This design comes from an exercise in tuning for small area, a short achievable clock period and few clock cycles per item on the open sky130 flow, not from production work. The RTL was checked by simulation tests, not by an equivalence proof against the original design.

==> run H: inputs <==
// execute_mc
module execute_mc #(
  parameter int N      = 64,
  parameter int MUL_EN = 1
) (
  input  logic         clk,
  input  logic         reset,
  input  logic         valid_E,
  input  logic         flush_E,
  input  logic         AluSrc,
  input  logic [3:0]   AluControl,
  input  logic         MulOp,
  input  logic [N-1:0] PC_E,
  input  logic [N-1:0] signImm_E,
  input  logic [N-1:0] readData1_E,
  input  logic [N-1:0] readData2_E,
  output logic         stall_E,
  output logic [N-1:0] PCBranch_M,
  output logic [N-1:0] aluResult_M,
  output logic [N-1:0] writeData_M,
  output logic         zero_M,
  output logic         valid_M
);
  localparam int K = 5;
  logic [2:0] cnt_q;      
  logic        busy_q;     
  logic        fin_q;      
  logic        valid_q;
  logic [63:0] S_q, C_q, A_q, PCB_q;
  logic        ci_q, P_q;
  logic [5:0]  done_q, dtwo_q, dneg_q;
  logic        mul_go, accept;
  logic [63:0] a, b, bsel;
  assign a = readData1_E;
  assign b = readData2_E;
  assign bsel = AluSrc ? signImm_E : readData2_E;
  assign mul_go  = valid_E & MulOp & ~flush_E & ~reset;
  assign stall_E = MulOp & ~fin_q;
  assign accept  = valid_E & ~flush_E & ~reset & (~MulOp | fin_q);
  assign valid_M     = valid_q;
  assign writeData_M = A_q;
  assign PCBranch_M  = PCB_q;
  assign aluResult_M = S_q + C_q + {63'd0, ci_q};
  logic [63:0] zp, zk;
  assign zp = S_q ^ C_q;
  assign zk = {S_q[62:0] | C_q[62:0], ci_q};
  assign zero_M = &(zp ~^ zk);
  logic [63:0] s_alu, c_alu;
  logic        k_add, k_sub, k_and, k_or, k_nor, k_b;
  assign k_and = (AluControl == 4'b0000);
  assign k_or  = (AluControl == 4'b0001);
  assign k_add = (AluControl == 4'b0010);
  assign k_sub = (AluControl == 4'b0110);
  assign k_b   = (AluControl == 4'b0111);
  assign k_nor = (AluControl == 4'b1100);
  assign s_alu = ({64{k_add | k_sub}} & a)
               | ({64{k_and}} & a & bsel)
               | ({64{k_or}} & (a | bsel))
  ...
==> flow/config.mk <==
export PLATFORM = sky130hd
export DESIGN_NAME = execute_mc
export DESIGN_NICKNAME = execute_mc
export VERILOG_FILES = /design/flow/design.v
export SDC_FILE = /design/flow/constraint.sdc
export NUM_CORES = 4
export LEC_CHECK = 0
export ABC_AREA = 1
export ABC_CLOCK_PERIOD_IN_PS = 3400
export CAP_MARGIN = 20
export CORE_MARGIN = 2
export CORE_UTILIZATION = 40
export SETUP_SLACK_MARGIN = 3.6
export SLEW_MARGIN = 20
==> flow/constraint.sdc <==
create_clock -name core_clock -period 7.0 [get_ports {clk}]
set_input_delay 1.4000 -clock core_clock [delete_from_list [all_inputs] [get_ports {clk}]]
set_output_delay 1.4000 -clock core_clock [all_outputs]
set_load 0.01 [all_outputs]
run.sh (not shown) runs the stock make flow with config.mk's settings and CLKGATE_MAP_FILE= SYNTH_SCRIPT=/design/flow/synth_recipe.tcl, a recipe that flattens the netlist after the stock synthesis.
==> inputs of run Z, as changes to run H <==
Settings changed: ABC_AREA 1 to unset.
==> inputs of run R, as changes to run H <==
Settings changed: ABC_AREA 1 to unset, ABC_CLOCK_PERIOD_IN_PS 3400 to unset, SETUP_SLACK_MARGIN 3.6 to unset.
==> results.json <==
{
  "outcome": "no timing/DRC/antenna violations",
  "firstDrtPassIters": 9,
  "cp_cell_sequence": "inv_2, fa_2, inv_2, fa_2, a211oi_4, o21ai_2, nand3_2, a31oi_4, a21oi_4, a22o_4, o31a_1, buf_4, o21bai_1, xor2_1, buf_2",
  "fin_ws_ns": 1.831,
  "grt_max_degree": 155,
  "area_delta_synth_final_pct": 33.38,
  "fill_cells": 9619,
  "synth_common_cells": "inv_1 (574), a22oi_1 (523), clkbuf_1 (432)",
  "post_dp_cell_area_mm2": 0.04836,
  "place_inst": 6703,
  "crit_start": "S_q[0]$_DFF_P_"
}
# the run above: run Z

==> results.json <==
{
  "post_dp_cell_area_mm2": 0.04810,
  "synth_top_area_share_pct": 16.15,
  "crit_start": "S_q[0]$_DFF_P_",
  "async_flop_share_pct": 0,
  "synth.avg_cell_area_um2": 8.097,
  "area_delta_synth_final_pct": 14.54,
  "hold_path.class": "reg -> reg",
  "outcome": "no timing/DRC/antenna violations",
  "cp_cell_sequence": "inv_1, fa_1, inv_1, fa_1, a211oi_1, o21ai_1, nand3_1, a31oi_1, a21oi_1, a22o_1, o31a_1, o21ai_1, xor2_1, clkdlybuf4s50_1",
  "firstDrtPassIters": 7,
  "fin_ws_ns": 0.6723,
  "synth_common_cells": "inv_1 (574), a22oi_1 (523), clkbuf_1 (432)",
  "grt_max_degree": 155,
  "rrSetupSlack_ns": 2.37,
  "power.leakage_uw": 0.01989
}
# the run above: run R

==> results.json <==
{
  "area_delta_synth_final_pct": 40.68,
  "firstDrtPassIters": 9,
  "synth_common_cells": "nand2_1 (1432), inv_1 (1208), o22ai_1 (478)",
  "outcome": "no timing/DRC/antenna violations",
  "cp_cell_sequence": "inv_2, fa_2, buf_4, nor2_4, nor2_4, buf_12, or2_1, nand2_2, nand2_2, nand2_4, buf_6, xor2_2, buf_2",
  "post_dp_cell_area_mm2": 0.04933,
  "place_inst": 8253,
  "fill_cells": 10020,
  "crit_start": "ci_q$_SDFF_PP0_",
  "synth_edf_count": 0,
  "fin_ws_ns": 2.834
}
# the run above: run H

Testbench counts of run H, summed over its fixed seeds: cycles 38,975, instrs 24,000.
Testbench counts of run Z, summed over its fixed seeds: cycles 38,975, instrs 24,000.
Testbench counts of run R, summed over its fixed seeds: cycles 38,975, instrs 24,000.

static timing again, ports no longer ideal:
No port has a modelled driver above. Below, the same layouts with a new extraction and two added sets of constraints. Step 1 (the two cells are an assumption about what drives the block):
set clk [get_ports {clk}]
set_driving_cell -lib_cell sky130_fd_sc_hd__clkbuf_16 $clk
set_driving_cell -lib_cell sky130_fd_sc_hd__buf_2 [delete_from_list [all_inputs] $clk]
Step 2 moves the port delays by t, midway between the first and last clock arrival at a register: inputs arrive t later, outputs are due t later. That takes back most of the time a late clock gives input paths. Slacks: no drivers / after step 1 / after step 2; pairs: no drivers / after step 1.
| run | shift t [ns] | slack for setup (ns) | worst data-port slew with drivers (ns) |
|---|---|---|---|
| run H | 0.693 | 2.834 / 2.757 / 2.924 | 0.18 |
| run Z | 0.667 | 1.831 / 1.759 / 2.426 | 0.22 |
| run R | 0.667 | 0.672 / 0.599 / 1.267 | 0.20 |
After both steps every run listed still meets setup and hold.
